Source: an optimization exercise on an open RTL-to-GDS flow (aim: small area, a short achievable clock period and few clock cycles per item). Production flows keep margins and buffers that such runs may drop.
RTL that was checked went through simulation tests only; none was proved equivalent to the original.
The RTL of run 1 was laid out without a check of its function.
No activity file was given, so power comes from the tool's default toggle rates.

[flow/config.mk]
export PLATFORM = sky130hd
export DESIGN_NAME = data_memory_bytelane
export DESIGN_NICKNAME = data_memory_bytelane
export VERILOG_FILES = /design/flow/design.v
export SDC_FILE = /design/flow/constraint.sdc
export NUM_CORES = 4
export LEC_CHECK = 0
export CAP_MARGIN = 20
export CORE_MARGIN = 2
export CORE_UTILIZATION = 55
export CTS_CLUSTER_DIAMETER = 120
export CTS_CLUSTER_SIZE = 25
export SETUP_SLACK_MARGIN = 2.7
export SLEW_MARGIN = 20
export SYNTH_HIERARCHICAL = 1
export SYNTH_MINIMUM_KEEP_SIZE = 0
[flow/constraint.sdc]
create_clock -name core_clock -period 5.0 [get_ports {clk}]
set_input_delay 1.0000 -clock core_clock [delete_from_list [all_inputs] [get_ports {clk}]]
set_output_delay 1.0000 -clock core_clock [all_outputs]
set_load 0.01 [all_outputs]
[flow/design.v]
package dmem_pkg;
    localparam logic [1:0] SIZE_BYTE = 2'b00;
    localparam logic [1:0] SIZE_HALF = 2'b01;
    localparam logic [1:0] SIZE_WORD = 2'b10;
    localparam logic [1:0] SIZE_ILL  = 2'b11;
    typedef enum logic [1:0] {
        CLEAR = 2'b00,
        IDLE  = 2'b01,
        BUSY  = 2'b10,
        RESP  = 2'b11
    } dmem_state_t;
endpackage
module dmem_read_or
#(
    parameter int N = 32
) (
    input  logic [N-1:0]    sel,
    input  logic [N*32-1:0] words,
    output logic [31:0]     word_n
);
    localparam int N3 = N / 3;              
    localparam int NR = N - 3 * N3;         
    localparam int NG = N3 + NR;
    for (genvar b = 0; b < 32; b++) begin : g_bit
        logic [N-1:0]  d;
        logic [NG-1:0] gn;                  
        for (genvar w = 0; w < N; w++) begin : g_w
            assign d[w] = words[32*w + b];
        end
        for (genvar g = 0; g < N3; g++) begin : g_grp
            dmem_aoi222 u_g (.a(sel[3*g +: 3]), .b(d[3*g +: 3]), .y(gn[g]));
        end
        for (genvar r = 0; r < NR; r++) begin : g_rest
            dmem_nand2 u_r (.a(sel[3*N3 + r]), .b(d[3*N3 + r]), .y(gn[N3 + r]));
        end
        assign word_n[b] = &gn;
    end
endmodule
module dmem_aoi222
(
    input  logic [2:0] a,
    input  logic [2:0] b,
    output logic       y
);
    assign y = ~|(a & b);
endmodule
module dmem_nand2
(
    input  logic a,
    input  logic b,
    output logic y
);
    assign y = ~(a & b);
endmodule
module data_memory_bytelane
#(
    parameter int DEPTH   = 128,
    parameter int LATENCY = 1,
    localparam int ADDR_W = $clog2(DEPTH) + 2
) (
    input  logic              clk,
    input  logic              reset,
    input  logic              req_valid,
    output logic              req_ready,
    input  logic              req_write,
    input  logic [1:0]        req_size,
    input  logic              req_unsigned,
    input  logic [ADDR_W-1:0] req_addr,
    input  logic [31:0]       req_wdata,
    output logic              rsp_valid,
    output logic [31:0]       rsp_rdata,
    output logic              rsp_error,
    output logic              init_done
);
    localparam int IDX_W = ADDR_W - 2;
    localparam int NQ    = 4;                  
    localparam int QD    = DEPTH / NQ;         
    localparam int QW    = $clog2(QD);
    localparam int LO_W  = IDX_W / 2;          
    localparam int HI_W  = IDX_W - LO_W;
    localparam int NLO   = 1 << LO_W;
    localparam int NHI   = 1 << HI_W;
    logic [DEPTH*32-1:0] mem;
    logic             accept, ill;
    logic [IDX_W-1:0] idx;
    logic [3:0]       lanes;
    logic [31:0]      wrep;
    logic             ld;
    logic [3:0]       c_b0, c_sg;
    logic [1:0]       c_b1;
    logic             c_w, c_x1;
    assign req_ready = init_done;
    assign accept    = req_valid && init_done;
    assign ill       = (req_size == dmem_pkg::SIZE_ILL);
    assign idx       = req_addr[ADDR_W-1:2];
    always_comb begin
        case (req_size)
            dmem_pkg::SIZE_BYTE: lanes = 4'b0001 << req_addr[1:0];
            dmem_pkg::SIZE_HALF: lanes = req_addr[1] ? 4'b1100 : 4'b0011;
            dmem_pkg::SIZE_WORD: lanes = 4'b1111;
            default:             lanes = 4'b0000;
        endcase
        case (req_size)
            dmem_pkg::SIZE_BYTE: wrep = {4{req_wdata[7:0]}};
            dmem_pkg::SIZE_HALF: wrep = {2{req_wdata[15:0]}};
            default:             wrep = req_wdata;
        endcase
        ld   = !req_write && !ill;
        c_b0 = '0;                 
        c_b1 = '0;                 
        c_w  = 1'b0;               
        c_x1 = 1'b0;               
        c_sg = '0;                 
        case (req_size)
            dmem_pkg::SIZE_BYTE: begin
                c_b0 = 4'b0001 << req_addr[1:0];
                c_x1 = 1'b1;
                c_sg = req_unsigned ? 4'b0000 : 4'b0001 << req_addr[1:0];
            end
            dmem_pkg::SIZE_HALF: begin
                c_b0 = req_addr[1] ? 4'b0100 : 4'b0001;
                c_b1 = req_addr[1] ? 2'b10 : 2'b01;
                c_sg = req_unsigned ? 4'b0000 : (req_addr[1] ? 4'b1000 : 4'b0010);
            end
            dmem_pkg::SIZE_WORD: begin
                c_b0 = 4'b0001;
                c_b1 = 2'b01;
                c_w  = 1'b1;
            end
            default: ;
        endcase
        if (!ld) begin
            c_b0 = '0;
            c_b1 = '0;
            c_w  = 1'b0;
            c_sg = '0;
        end
    end
    logic             s1_valid, s1_error, s1_w, s1_x1;
    logic [3:0]       s1_b0, s1_sg;
    logic [1:0]       s1_b1;
    logic [NHI-1:0]   s1_hi;
    logic [NLO-1:0]   s1_lo;
    logic [QD-1:0]    s1_qsel;
    logic [NQ-1:0]    s1_q;
    logic [3:0]       s1_lanes;
    logic [31:0]      s1_wdata;
    always_ff @(posedge clk) begin
        init_done <= !reset;
        s1_valid  <= !reset && accept;
        s1_error  <= ill;
        s1_b0     <= c_b0;
        s1_b1     <= c_b1;
        s1_w      <= c_w;
        s1_x1     <= c_x1;
        s1_sg     <= c_sg;
        for (int w = 0; w < QD; w++) s1_qsel[w] <= (idx[QW-1:0] == QW'(w));
        for (int q = 0; q < NQ; q++) s1_q[q]    <= (idx[IDX_W-1:QW] == (IDX_W-QW)'(q));
        if (reset) begin
            s1_hi    <= '1;
            s1_lo    <= '1;
            s1_lanes <= 4'b1111;
            s1_wdata <= 32'h0;
        end else begin
            for (int j = 0; j < NHI; j++) s1_hi[j] <= (idx[IDX_W-1 -: HI_W] == HI_W'(j));
            for (int k = 0; k < NLO; k++) s1_lo[k] <= (idx[LO_W-1:0] == LO_W'(k));
            s1_lanes <= (accept && req_write) ? lanes : 4'b0000;
            s1_wdata <= wrep;
        end
    end
    for (genvar i = 0; i < DEPTH; i++) begin : g_word
        for (genvar l = 0; l < 4; l++) begin : g_lane
            always_ff @(posedge clk)
                if (s1_hi[i / NLO] && s1_lo[i % NLO] && s1_lanes[l])
                    mem[32*i + 8*l +: 8] <= s1_wdata[8*l +: 8];
        end
    end
    logic [NQ*32-1:0] qword_n;
    for (genvar q = 0; q < NQ; q++) begin : g_quarter
        dmem_read_or #(.N(QD)) u_read (
            .sel   (s1_qsel),
            .words (mem[32*QD*q +: 32*QD]),
            .word_n (qword_n[32*q +: 32])
        );
    end
    logic             s2_valid, s2_error, s2_w, s2_x1;
    logic [3:0]       s2_b0, s2_sg;
    logic [1:0]       s2_b1;
    logic [NQ-1:0]    s2_q;
    logic [NQ*32-1:0] s2_qword_n;    
    always_ff @(posedge clk) begin
        s2_valid <= !reset && s1_valid;
        s2_error <= s1_error;
        s2_b0    <= s1_b0;
        s2_b1    <= s1_b1;
        s2_w     <= s1_w;
        s2_x1    <= s1_x1;
        s2_sg    <= s1_sg;
        s2_q     <= s1_q;
        s2_qword_n <= qword_n;
    end
    logic [31:0] word, rdata;
    logic        sign;
    always_comb begin
        word = '0;
        for (int q = 0; q < NQ; q++)
            word = word | (~s2_qword_n[32*q +: 32] & {32{s2_q[q]}});
        sign = |(s2_sg & {word[31], word[23], word[15], word[7]});
        rdata[7:0] = '0;
        for (int l = 0; l < 4; l++)
            rdata[7:0] = rdata[7:0] | (word[8*l +: 8] & {8{s2_b0[l]}});
        rdata[15:8]  = (word[15:8]  & {8{s2_b1[0]}}) | (word[31:24] & {8{s2_b1[1]}}) |
                       {8{sign && s2_x1}};
        rdata[31:16] = (word[31:16] & {16{s2_w}}) | {16{sign}};
    end
    always_ff @(posedge clk) begin
        rsp_valid <= !reset && s2_valid;
        rsp_rdata <= rdata;
        rsp_error <= s2_error;
    end
endmodule
[flow/run.sh]
#!/bin/bash
# synth_recipe.tcl (not shown) runs the flow's synth.tcl, then flattens the netlist and writes it again
# the make line also repeats each setting of config.mk as NAME=value (left out here)
make -C /OpenROAD-flow-scripts/flow DESIGN_CONFIG=/design/flow/config.mk WORK_HOME=/design/flow/orfs CLKGATE_MAP_FILE= SYNTH_SCRIPT=/design/flow/synth_recipe.tcl finish
==> impl_summary.txt, run 1 <==
----------------------------------------------------
[Status]
  Status ... complete, no violations

[Clocking]
  CTS root buf ... clkbuf_16
  H-tree depth ... 4
  CTS Buf Count ... around 200
  Clk pin slew, worst setup/hold paths ... ~0.1 ns
  Clock tree from TritonCTS ... done
  Total number of clock tree sinks ... 4387
  Clock latency reported for the late side of the worst-skew pair ... 0.94 ns
  Maximum buffer depth of the clock tree ... 4

[Die]
  Die outline width ... around 530 um
  Die Ht ... 531 um
  Initial core utilization ... a little under three fifths
  Count of pins on the block boundary ... 84
  Core Region ... between 200000 and 300000 sq um
  Die footprint ... between 200000 and 300000 sq um
  Floorplan row count ... just under 200

[Placed design]
  Count of port buffers added during placement ... 83
  Last weighted congestion value of the routability-driven placer ... 0.859
  Detailed placer's ending HPWL ... ~250000 um
  Area after detailed placement ... between 150000 and 200000 sq um

[Logic synthesis]
  Warning count from the yosys run ... 7
  Fraction of registers with async set/reset ... 0%
  Area contributors post-synth ... edfxtp_1 (81%), a222oi_1 (8.4%), dfxtp_1 (3.8%)
  Post-synthesis cell type count ... between 40 and 50
  Register area share after synthesis ... a little over four fifths
  Top_reg_cell synth ... edfxtp_1
  Flop and latch count out of synthesis ... 4387
  Total nets after synthesis ... approximately 7600
  Number of flops mapped to enable cells by yosys ... 4096
  Netlist area before placement ... 153000 sq um
  Fraction of post-synthesis cell area in the top cell type by area ... around 81%
  Post-Syn Instances ... 7543
  Post-synth top area cell ... edfxtp_1
  Post-Synthesis Mean Instance Area ... between 20 and 25 sq um

[Setup path]
  Reg2Reg Capture Point ... s2_qword_n[38]$_DFF_P_
  Top fanout value on the critical path ... 3
  Reg-to-reg critical path startpoint ... s1_qsel[11]$_DFF_P_
  Critical path type ... flop to output port
  Depth of the worst register-to-register path ... 4
  Startpoint class of the critical path ... flop
  Register-to-register path setup slack ... approximately 2.6 ns
  Critical Path Sink Type ... output port
  Arr. time, crit path ... roughly 1.6 ns
  Data required time at the worst endpoint ... around 4.0 ns

[Finish]
  Layout Nets ... a little under 8000
  Area growth syn-to-layout ... 8.88%
  Finished Cell Area ... approximately 170000 sq um
  Fraction of final layout cells with drive strength greater than 1 ... between 8 and 9%
  Filler Cell Count ... between 20000 and 25000
  Most used cells in the layout excluding fill and tap cells ... edfxtp_1 (4096), a222oi_1 (1280), and3_1 (513)
  Commonest non-fill, non-tap cell in the layout ... edfxtp_1
  Register Area ... around 130000 sq um
  Area taken by multi-input logic gates ... between 20000 and 25000 sq um

[GRT]
  Wire length of the first global-routing pass ... a little over 600000 um
  Gr usage total ... 31.8%
  GRT Residual Overflow ... 0
  Antenna violations before repair ... 56
  Pin count of the biggest net entering global routing ... 129
  Via count of the first global-routing pass ... approximately 79000

[Timing]
  Share of the clock period used by the worst path after layout ... about half
  Final Hold Fails ... 0
  Setup TNS Final ... 0 ns
  Transition time of the tightest slew-check pin ... 1.24 ns
  RSZ-0062 raised after global routing ... true
  Final clock skew ... 0.0391 ns
  Final count of pins violating max slew ... 0
  Final setup violating endpoints ... 0
  Highest clock rate ... just under 400 MHz
  Remaining max-slew budget at the tightest pin ... around 17%
  Minimum clock period after layout ... 2.58 ns

[Min path]
  Hold-critical path endpoint ... s2_q[1]$_DFF_P_
  Instance count along the most critical hold path ... 0
  Kind of path behind the tightest hold check ... flop to flop
  Worst hold path startpoint ... s1_q[1]$_DFF_P_

[Power and ir drop]
  Maximum vdd ir drop ... ~0.29 mV
  Tot Pwr ... approximately 65000 uW
  Leak Pwr ... 0.0552 uW
  Power per cell area ... 390 nW/um^2

[Routing]
  Total wire length after detailed routing ... 465000 um
  Count of vias placed by the detailed router ... approximately 85000
  DR pass1 iterations ... 14
  Final routed wire length divided by cell count ... 39.7 um
  Final routed DRC violation total ... 0
  Mean number of vias per cell ... 7.23
  DRT iter0 DRCs ... 17700
  Number of antenna-violating nets in the routed design ... 0

[Job]
  Max-cap violations ... 0

----------------------------------------------------
[metal layers]
layer,vias to the layer above,global-route usage [%],wire length [um]
li1,34300,-,-
met3,699,5.08,52300
met1,44300,44.2,169000
met5,-,0,51
met2,5480,50.8,222000
met4,8,13.1,21000
[repair_timing]
action | CTS | global route
hold buffers | 0 | 0
buffers inserted | 41 | 21
pin swaps | 8 | 14
resized for setup | 278 | 14
cloned | 1 | 3
endpoints found under the setup margin | 2441 | 455
[power breakdown]
group	internal [uW]	switching, uW	total (uW)
Sequential	41800	1190	43000
Combinational	691	2310	3000
Clock	7790	11000	18800
[through the flow]
step	utilization (%)	setup slack, ns	hold WS [ns]	instances
2_1_floorplan	-	2.85	0.310	7543
3_3_place_gp	57.4	1.79	0.310	11200
3_5_place_dp	57.5	1.73	0.312	11200
4_1_cts	59.9	2.38	0.323	11700
5_1_grt	60.1	2.38	0.337	11700
6_report	60.1	2.42	0.334	11700
[cell usage after synthesis (3+ instances only)]
library cell and n:
nor3_1 5, a21oi_1 20, nand2b_1 66, o21ai_0 15, inv_1 12, nand3b_1 3, dfxtp_1 291, clkbuf_1 187
and3_1 513, nand4_1 386, ha_1 4, a222oi_1 1280, nand3_1 11, nor2b_1 21, or2b_1 10, a21o_2 6
a221o_1 8, a21o_1 10, o2111ai_1 21, nor3_2 128, a31oi_1 8, nor2_1 46, nand2_1 349, o22ai_1 14
a22oi_1 8, edfxtp_1 4096, buf_1 5
[sequential cells by signal (all words and copies together), names as in the netlist, 4 cells and up]
| register | count |
|---|---|
| mem | 4096 |
| s2_qword_n | 128 |
| rsp_rdata | 32 |
| s1_qsel | 32 |
| s1_wdata | 32 |
| s1_hi | 16 |
| s1_lo | 8 |
| s1_b0 | 4 |
| s1_lanes | 4 |
| s1_q | 4 |
| s1_sg | 4 |
| s2_b0 | 4 |
| s2_q | 4 |
| s2_sg | 4 |
[worst max path at each step]
| stage | startpoint | endpoint | slack, ns |
|---|---|---|---|
| 2_1_floorplan | req_size[0] | s1_wdata[29]$_SDFF_PP0_ | 2.85 |
| 3_3_place_gp | req_size[0] | s1_wdata[26]$_SDFF_PP0_ | 1.79 |
| 3_5_place_dp | req_size[0] | s1_wdata[21]$_SDFF_PP0_ | 1.73 |
| 4_1_cts | init_done$_DFF_P_ | init_done | 2.38 |
| 5_1_grt | init_done$_DFF_P_ | init_done | 2.38 |
| 6_report | init_done$_DFF_P_ | init_done | 2.42 |
[modules after synthesis, one instance, submodules excluded, a selection]
module / times used / cells
dmem_aoi222: 1280 / 1
dmem_nand2: 256 / 1
data_memory_bytelane: 1 / 5495
[area by class of cell]
cell class / instances / area share, %
antenna: 36 / 0.0542
clock buffer: 358 / 3.42
clock inverter: 6 / 0.0354
inverter: 12 / 0.0316
multi-input combinational: 2949 / 13.9
sequential: 4387 / 77.8
tap: 3705 / 2.79
timing repair buffer: 261 / 1.98
timing repair inverter: 1 / 0.00452
[critical path: stages (launching register included)]
cell and delay, ns:
dfxtp_4 0.37, buf_12 0.15, buf_6 0.12
[kinds of logic (layout without fill, tap and decap cells)]
logic type / after synthesis / count (layout) / share of synthesized area (%)
flip-flops: 4387 / 4387 / 84.5
AND/OR/NAND/NOR: 1548 / 1548 / 6.03
AO/OA/AOI/OAI: 1397 / 1397 / 8.96
buffers and inverters: 207 / 638 / 0.522
adder cells (fa/ha/maj): 4 / 4 / 0.0328
other: 0 / 36 / 0
==> run 2: changes to the inputs <==
--- a/flow/design.v
+++ b/flow/design.v
@@ -90,6 +90,7 @@
     logic [1:0]       c_b1;
     logic             c_w, c_x1;
+    logic rst_q;
     assign req_ready = init_done;
-    assign accept    = req_valid && init_done;
+    assign accept    = req_valid && !rst_q;
     assign ill       = (req_size == dmem_pkg::SIZE_ILL);
     assign idx       = req_addr[ADDR_W-1:2];
@@ -148,4 +149,5 @@
     always_ff @(posedge clk) begin
         init_done <= !reset;
+        rst_q     <= reset;
         s1_valid  <= !reset && accept;
         s1_error  <= ill;
==> impl_summary.txt, run 2 <==
----------------------------------------------------
[Finish]
  Register Area ... between 100000 and 150000 sq um
  Commonest non-fill, non-tap cell in the layout ... edfxtp_1
  Largest registers ranked by flip-flop count ... mem: 4096 flops, s2_qword_n: 128 flops
  Area growth syn-to-layout ... 10.1%
  Most used cells in the layout excluding fill and tap cells ... edfxtp_1 (4096), a222oi_1 (1280), and3_1 (506)
  Area taken by multi-input logic gates ... 23000 sq um
  Core occupancy in the finished layout ... 60.8%
  Number of flip-flops in the largest register ... slightly above 4000
  Filler Cell Count ... about 20000
  Top reg by flops ... mem
  Layout Nets ... approximately 8000
  Fraction of final layout cells with drive strength greater than 1 ... 9.89%

[Timing]
  Minimum clock period after layout ... approximately 2.5 ns
  Setup WS post-layout ... between 2 and 2.5 ns
  Final count of pins violating max slew ... 0
  Highest clock rate ... roughly 400 MHz
  Setup TNS Final ... 0 ns
  Remaining max-slew budget at the tightest pin ... 16.7%
  Share of the clock period used by the worst path after layout ... between 50% and 60%
  Final clock skew ... 0.0588 ns
  Final Hold Fails ... 0
  Transition time of the tightest slew-check pin ... about 1.2 ns
  RSZ-0062 raised after global routing ... true
  Final setup violating endpoints ... 0

[Placed design]
  Last weighted congestion value of the routability-driven placer ... roughly 0.86
  Worst setup slack before clock tree synthesis ... ~1.8 ns
  Detailed placer's ending HPWL ... about 260000 um
  Count of port buffers added during placement ... 83

[Setup path]
  Number of buffers and inverters on the critical path ... 1
  Category of cells accounting for the largest share of critical-path delay ... flip-flops
  Critical Path Sink Type ... output port
  Critical path cell sequence ... buf_6
  Cell type of the slowest stage on the worst timing path ... dfxtp_4
  Reg2Reg Capture Point ... s2_qword_n[41]$_DFF_P_
  Register-to-register path setup slack ... approximately 2.6 ns
  Depth of the worst register-to-register path ... 4
  Stage delay of the slowest cell on the critical path ... approximately 0.47 ns
  Data required time at the worst endpoint ... roughly 4.0 ns
  Top fanout value on the critical path ... 1
  Startpoint class of the critical path ... flop
  Critical path type ... flop to output port
  Arr. time, crit path ... roughly 1.5 ns
  Reg-to-reg critical path startpoint ... s1_qsel[11]$_DFF_P_

[Logic synthesis]
  Synth Area in Adders ... 0.0328%
  Post-Syn Instances ... between 7000 and 8000
  Area fraction in and, or, nand and nor cells after synthesis ... 6.03%
  Area contributors post-synth ... edfxtp_1 (81%), a222oi_1 (8.4%), dfxtp_1 (3.8%)
  Post-synthesis share of cell area spent on xor and xnor gates ... 0%
  Commonest cells in the synthesized netlist ... edfxtp_1 (4096), a222oi_1 (1280), and3_1 (512)
  Post-Synthesis Mean Instance Area ... 20.2 sq um
  Number of flops mapped to enable cells by yosys ... ~4000
  Fraction of registers with async set/reset ... 0%
  Total nets after synthesis ... ~7600
  Mux cell area share after synthesis ... 0%
  Most common cell in the synthesized netlist ... edfxtp_1
  Post-synth top area cell ... edfxtp_1
  Post-synthesis cell type count ... between 40 and 50
  Warning count from the yosys run ... 7
  Fraction of post-synthesis cell area in the top cell type by area ... about four fifths
  Flop and latch count out of synthesis ... 4388
  Combinational family with the most area after synthesis ... compound AO/OA/AOI/OAI gates
  Share of the synthesized area in compound gates (AO/OA/AOI/OAI) ... between 8 and 9%
  Netlist area before placement ... about 150000 sq um
  Register area share after synthesis ... 84.5%
  Top_reg_cell synth ... edfxtp_1

[Die]
  Initial core utilization ... between 50 and 60%
  Die Ht ... approximately 530 um
  Core Region ... about 280000 sq um
  Count of pins on the block boundary ... 84
  Die footprint ... 282000 sq um
  Die outline width ... 531 um
  Floorplan row count ... around 190

[GRT]
  Antenna violations before repair ... 54
  GRT Residual Overflow ... 0
  Pin count of the biggest net entering global routing ... approximately 110
  Wire length of the first global-routing pass ... just under 700000 um
  Via count of the first global-routing pass ... just over 80000
  Met3 global-route usage ... under 10%
  M1 GR Usage ... between 40 and 50%
  Most used routing layer ... met2
  Gr usage total ... a little over a third
  Met2 usage ... 55.5%

[Power and ir drop]
  Clock network fraction of total power ... between 20% and 30%
  Leak Pwr ... around 0.056 uW
  Maximum vdd ir drop ... 0.325 mV
  Power per cell area ... just under 400 nW/um^2
  Cell-internal power ... between 50000 and 60000 uW
  Switching component of the power ... 14700 uW
  Switching share of total power ... ~23%
  Proportion of power drawn by flip-flops and latches ... 65.9%
  Combinational fraction of design power ... 5.2%

[Routing]
  DR pass1 iterations ... 12
  Count of vias placed by the detailed router ... about 90000
  Mean number of vias per cell ... between 7 and 8
  DRT iter0 DRCs ... just under 20000
  Number of antenna-violating nets in the routed design ... 0
  Total wire length after detailed routing ... between 500000 and 600000 um
  Final routed wire length divided by cell count ... roughly 43 um
  Final routed DRC violation total ... 0

[Clocking]
  Clock latency reported for the late side of the worst-skew pair ... approximately 0.95 ns
  Clock tree from TritonCTS ... done
  Maximum buffer depth of the clock tree ... 4
  Hold buffers post-CTS ... 0
  Clk pin slew, worst setup/hold paths ... 0.10 ns
  H-tree depth ... 4
  CTS Buf Count ... roughly 200
  CTS root buf ... clkbuf_16
  Total number of clock tree sinks ... around 4400

[Min path]
  Worst hold path startpoint ... s1_sg[1]$_SDFF_PN0_
  Kind of path behind the tightest hold check ... flop to flop
  Hold-critical path endpoint ... s2_sg[1]$_DFF_P_
  Instance count along the most critical hold path ... 0

[Status]
  Status ... complete, no violations

[Job]
  Max-cap violations ... 0

----------------------------------------------------
==> run 2: changes by cell type in the layout (fill, tap and decap cells not counted), sizes merged, moves of 2 or more <==
cell,delta
clkinvlp,-2
diode,+30
buf,+75
inv,-2
clkbuf,-3
clkinv,+2
bufbuf,+25
==> run 2: metrics by stage <==
step,area [sq um],instances,total power [uW],hold slack (ns)
after floorplan,153000,7544,44600,0.310
after global placement,159000,11300,46500,0.313
after detailed placement,159000,11300,46600,0.312
after CTS,168000,11800,64900,0.339
after global routing,168000,11800,66400,0.343
final,168000,11800,65100,0.337
==> run 2: power groups by stage <==
stage | clock, uW | combinational, uW | sequential [uW]
global route | 20000 | 3440 | 43000
global placement | 0 | 2780 | 43700
floorplan | 0 | 1330 | 43300
finish | 18800 | 3360 | 42900
detailed placement | 0 | 2820 | 43800
CTS | 18800 | 3260 | 42800
==> run 2: metal layers <==
metal | part of all wire [%] | wire length (um) | up-vias
met5 | 0.014 | 72 | -
met4 | 6.3 | 32400 | 12
met3 | 13 | 64800 | 1063
met2 | 46 | 236000 | 6827
met1 | 35 | 180000 | 46200
li1 | - | - | 34500
==> run 2: how the worst max path moves through the flow <==
stage,start,end,cells after the start
6_report,rsp_rdata[19]$_DFF_P_,rsp_rdata[19],1
5_1_grt,rsp_rdata[26]$_DFF_P_,rsp_rdata[26],1
4_1_cts,rsp_rdata[2]$_DFF_P_,rsp_rdata[2],1
3_5_place_dp,req_size[0],s1_wdata[31]$_SDFF_PP0_,6
3_3_place_gp,req_size[0],s1_wdata[21]$_SDFF_PP0_,6
2_1_floorplan,req_size[0],s1_wdata[29]$_SDFF_PP0_,6
==> run 2: layout make-up <==
type,count,area share [%]
diodes,66,0.0983
clock buffers,358,3.37
clock inverters,5,0.0462
inverters,12,0.0313
multi-input cells,2949,13.7
flip-flops and latches,4388,76.9
well taps,3705,2.76
repair buffers,358,3.07
==> run 2: cells by family (layout without fill, tap and decap cells) <==
kind of cell | after synthesis | after routing
fa+ha+maj | 4 | 4
compound gates | 1397 | 1397
buf+inv | 207 | 733
flops | 4388 | 4388
other cells | 0 | 66
simple gates | 1548 | 1548
==> run 2: per-module statistics from Yosys (local to each module, per instance), a selection <==
module / cell area (sq um) / copies in the design
dmem_aoi222: 10.0 / 1280
data_memory_bytelane: 135000 / 1
dmem_nand2: 3.75 / 256
==> run 2: what timing repair did <==
action | CTS | global route
endpoints found under the setup margin | 3082 | 760
buffers inserted | 119 | 4
gates resized for setup | 288 | 21
pin swaps | 9 | 5
cloned | 25 | 0
Testbench counts of run 2, summed over its fixed seeds: cycles 48,032, items 48,000.
==> run 3: changes to the inputs <==
--- a/flow/config.mk
+++ b/flow/config.mk
@@ -11,5 +11,5 @@
 export CTS_CLUSTER_DIAMETER = 120
 export CTS_CLUSTER_SIZE = 25
-export SETUP_SLACK_MARGIN = 2.7
+export SETUP_SLACK_MARGIN = 2.6
 export SLEW_MARGIN = 20
 export SYNTH_HIERARCHICAL = 1
==> impl_summary.txt, run 3 <==
----------------------------------------------------
[Logic synthesis]
  Post-synth top area cell ... edfxtp_1
  Post-synthesis cell type count ... 45
  Post-Synthesis Mean Instance Area ... 20.2 sq um
  Fraction of post-synthesis cell area in the top cell type by area ... roughly four fifths
  Number of flops mapped to enable cells by yosys ... 4096
  Total nets after synthesis ... approximately 7600
  Most common cell in the synthesized netlist ... edfxtp_1
  Post-Syn Instances ... 7544
  Register area share after synthesis ... 84.5%
  Warning count from the yosys run ... 7
  Netlist area before placement ... 153000 sq um
  Fraction of registers with async set/reset ... 0%
  Commonest cells in the synthesized netlist ... edfxtp_1 (4096), a222oi_1 (1280), and3_1 (512)
  Top_reg_cell synth ... edfxtp_1
  Flop and latch count out of synthesis ... 4388
  Area contributors post-synth ... edfxtp_1 (81%), a222oi_1 (8.4%), dfxtp_1 (3.8%)

[Setup path]
  Number of buffers and inverters on the critical path ... 1
  Data required time at the worst endpoint ... roughly 4 ns
  Critical path type ... flop to output port
  Critical path cell sequence ... buf_6
  Logic depth of the worst setup path including buffers ... 1
  Category of cells accounting for the largest share of critical-path delay ... flip-flops
  Critical Path Sink Type ... output port
  Depth of the worst register-to-register path ... 4
  Cell type of the slowest stage on the worst timing path ... dfxtp_4
  Arr. time, crit path ... around 1.6 ns
  Stage delay of the slowest cell on the critical path ... about 0.48 ns
  Top fanout value on the critical path ... 2
  Startpoint class of the critical path ... flop

[Power and ir drop]
  Maximum vdd ir drop ... between 0.3 and 0.4 mV
  Leak Pwr ... approximately 0.055 uW
  Power per cell area ... a little under 400 nW/um^2

[Timing]
  Minimum clock period after layout ... about 2.6 ns
  Remaining max-slew budget at the tightest pin ... 20.5%
  Final setup violating endpoints ... 0
  Share of the clock period used by the worst path after layout ... between 50% and 60%
  Setup TNS Final ... 0 ns
  Transition time of the tightest slew-check pin ... roughly 1.2 ns
  RSZ-0062 raised after global routing ... true
  Highest clock rate ... approximately 390 MHz
  Final Hold Fails ... 0
  Final count of pins violating max slew ... 0
  Final clock skew ... around 0.045 ns

[Clocking]
  Hold buffers post-CTS ... 0
  Maximum buffer depth of the clock tree ... 4
  H-tree depth ... 4
  Clk pin slew, worst setup/hold paths ... around 0.1 ns
  CTS root buf ... clkbuf_16
  Total number of clock tree sinks ... 4388
  Clock tree from TritonCTS ... done
  CTS Buf Count ... just under 200
  Clock latency reported for the late side of the worst-skew pair ... 0.94 ns

[Placed design]
  Count of port buffers added during placement ... 83
  Last weighted congestion value of the routability-driven placer ... roughly 0.87
  Detailed placer's ending HPWL ... 258000 um

[Routing]
  Count of vias placed by the detailed router ... 84800
  Final routed wire length divided by cell count ... about 38 um
  Total wire length after detailed routing ... around 450000 um
  DR pass1 iterations ... 10
  DRT iter0 DRCs ... approximately 17000
  Final routed DRC violation total ... 0
  Number of antenna-violating nets in the routed design ... 0
  Mean number of vias per cell ... 7.26

[Die]
  Count of pins on the block boundary ... 84
  Die footprint ... between 200000 and 300000 sq um
  Core Region ... around 280000 sq um
  Floorplan row count ... approximately 190
  Die outline width ... about 530 um
  Initial core utilization ... between 50 and 60%
  Die Ht ... 531 um

[Min path]
  Instance count along the most critical hold path ... 0
  Kind of path behind the tightest hold check ... flop to flop

[Finish]
  Area taken by multi-input logic gates ... about 23000 sq um
  Most used cells in the layout excluding fill and tap cells ... edfxtp_1 (4096), a222oi_1 (1280), and3_1 (512)
  Area growth syn-to-layout ... 8.32%
  Commonest non-fill, non-tap cell in the layout ... edfxtp_1
  Layout Nets ... between 7000 and 8000
  Fraction of final layout cells with drive strength greater than 1 ... between 8 and 9%
  Top reg by flops ... mem
  Core occupancy in the finished layout ... around three fifths
  Largest registers ranked by flip-flop count ... mem: 4096 flops, s2_qword_n: 128 flops
  Number of flip-flops in the largest register ... roughly 4100
  Register Area ... between 100000 and 150000 sq um
  Filler Cell Count ... 20000

[GRT]
  Pin count of the biggest net entering global routing ... roughly 110
  Antenna violations before repair ... 37
  Via count of the first global-routing pass ... approximately 80000
  Wire length of the first global-routing pass ... between 600000 and 700000 um
  GRT Residual Overflow ... 0
  Gr usage total ... between 30% and 40%

[Job]
  Max-cap violations ... 0

[Status]
  Status ... complete, no violations

----------------------------------------------------
[run 3: cell counts after synthesis]
No cell type changed its count.
[run 3: worst paths after layout]
path                                          endpoint  slack, ns                start
worst max-delay path                         init_done       2.44    init_done$_DFF_P_
worst min register to register        s2_sg[0]$_DFF_P_       0.33  s1_sg[0]$_SDFF_PN0_
worst max register to register  s2_qword_n[83]$_DFF_P_       2.51  s1_qsel[27]$_DFF_P_
worst min-delay path                  s2_sg[0]$_DFF_P_       0.33  s1_sg[0]$_SDFF_PN0_
[run 3: timing repair]
item | in CTS | in global routing
pin swaps | 2 | 5
setup buffers | 12 | 5
gates resized for setup | 269 | 8
setup endpoints to repair | 1176 | 458
cloned | 1 | 0
[run 3: Yosys stat by module (local to each module, per instance), a selection]
module | copies in the design | cells | flops+latches | cell area (sq um)
dmem_aoi222 | 1280 | 1 | 0 | 10.0
dmem_nand2 | 256 | 1 | 0 | 3.75
data_memory_bytelane | 1 | 5496 | 4388 | 135000
[run 3: cell type report]
type	count	share of cell area (%)
flip-flops and latches	4388	78.2
multi-input cells	2949	13.9
clock buffers	350	3.38
well taps	3705	2.81
repair buffers	228	1.52
diodes	42	0.0636
clock inverters	6	0.0454
inverters	12	0.0318
repair inverters	1	0.00303
[run 3: per-layer routing]
metal | up-vias | part of all wire [%] | wire, um | global-route usage (%)
met4 | 4 | 4.0 | 17700 | 11.4
met2 | 5515 | 48 | 215000 | 50.0
met1 | 44400 | 37 | 166000 | 44.1
li1 | 34200 | - | - | -
met3 | 648 | 11 | 48900 | 4.52
met5 | - | 0.0085 | 38 | 0.0684
[run 3: stage by stage]
step	power (uW)	hold WS, ns	instance area (sq um)	worst slack [ns]	cells
global route	66100	0.340	165000	2.40	11600
finish	64500	0.335	165000	2.44	11700
floorplan	44600	0.310	153000	2.65	7544
global placement	46500	0.313	159000	1.76	11300
CTS	64600	0.335	165000	2.40	11600
detailed placement	46600	0.313	159000	1.78	11300
[run 3: power breakdown]
part           switching, uW  internal [uW]  leakage, uW
Combinational           2240            653      0.00899
Clock                  11000           7680      0.00269
Sequential              1210          41800       0.0431
[run 3: kinds of logic (layout without fill, tap and decap cells)]
kind of cell             after synthesis  in the layout  synth area share, %
adder cells (fa/ha/maj)                4              4               0.0328
flip-flops                          4388           4388                 84.5
AND/OR/NAND/NOR                     1548           1548                 6.03
AO/OA/AOI/OAI                       1397           1397                 8.96
other                                  0             42                    0
buffers and inverters                207            597                0.522

## re-timing with driven ports
The results above use ideal ports. As a check the final layouts listed here were re-extracted and re-timed, cells and wires unchanged. Step 1, drivers: a clkbuf_16 drives clk and a buf_2 each remaining input, both assumed. Step 2, shift: input delay + t, output delay - t, t = (earliest + latest rising clock arrival at the registers) / 2. This alone moves slack from input paths to output paths. Slacks: no drivers / after step 1 / after step 2; pairs: no drivers / after step 1.
run	t, ns	slack for setup (ns)	worst setup path after step 2	cell pins on the clock port's net
run 1	1.018	2.419 / 2.323 / 1.793	input to register	1
run 2	1.022	2.459 / 2.362 / 1.957	input to register	1
run 3	1.016	2.439 / 2.346 / 1.996	input to register	1
After both steps every run listed still meets setup and hold. For run 1, which loses most, drivers alone change the setup slack by -0.096 ns; drivers and shift together by -0.626 ns.
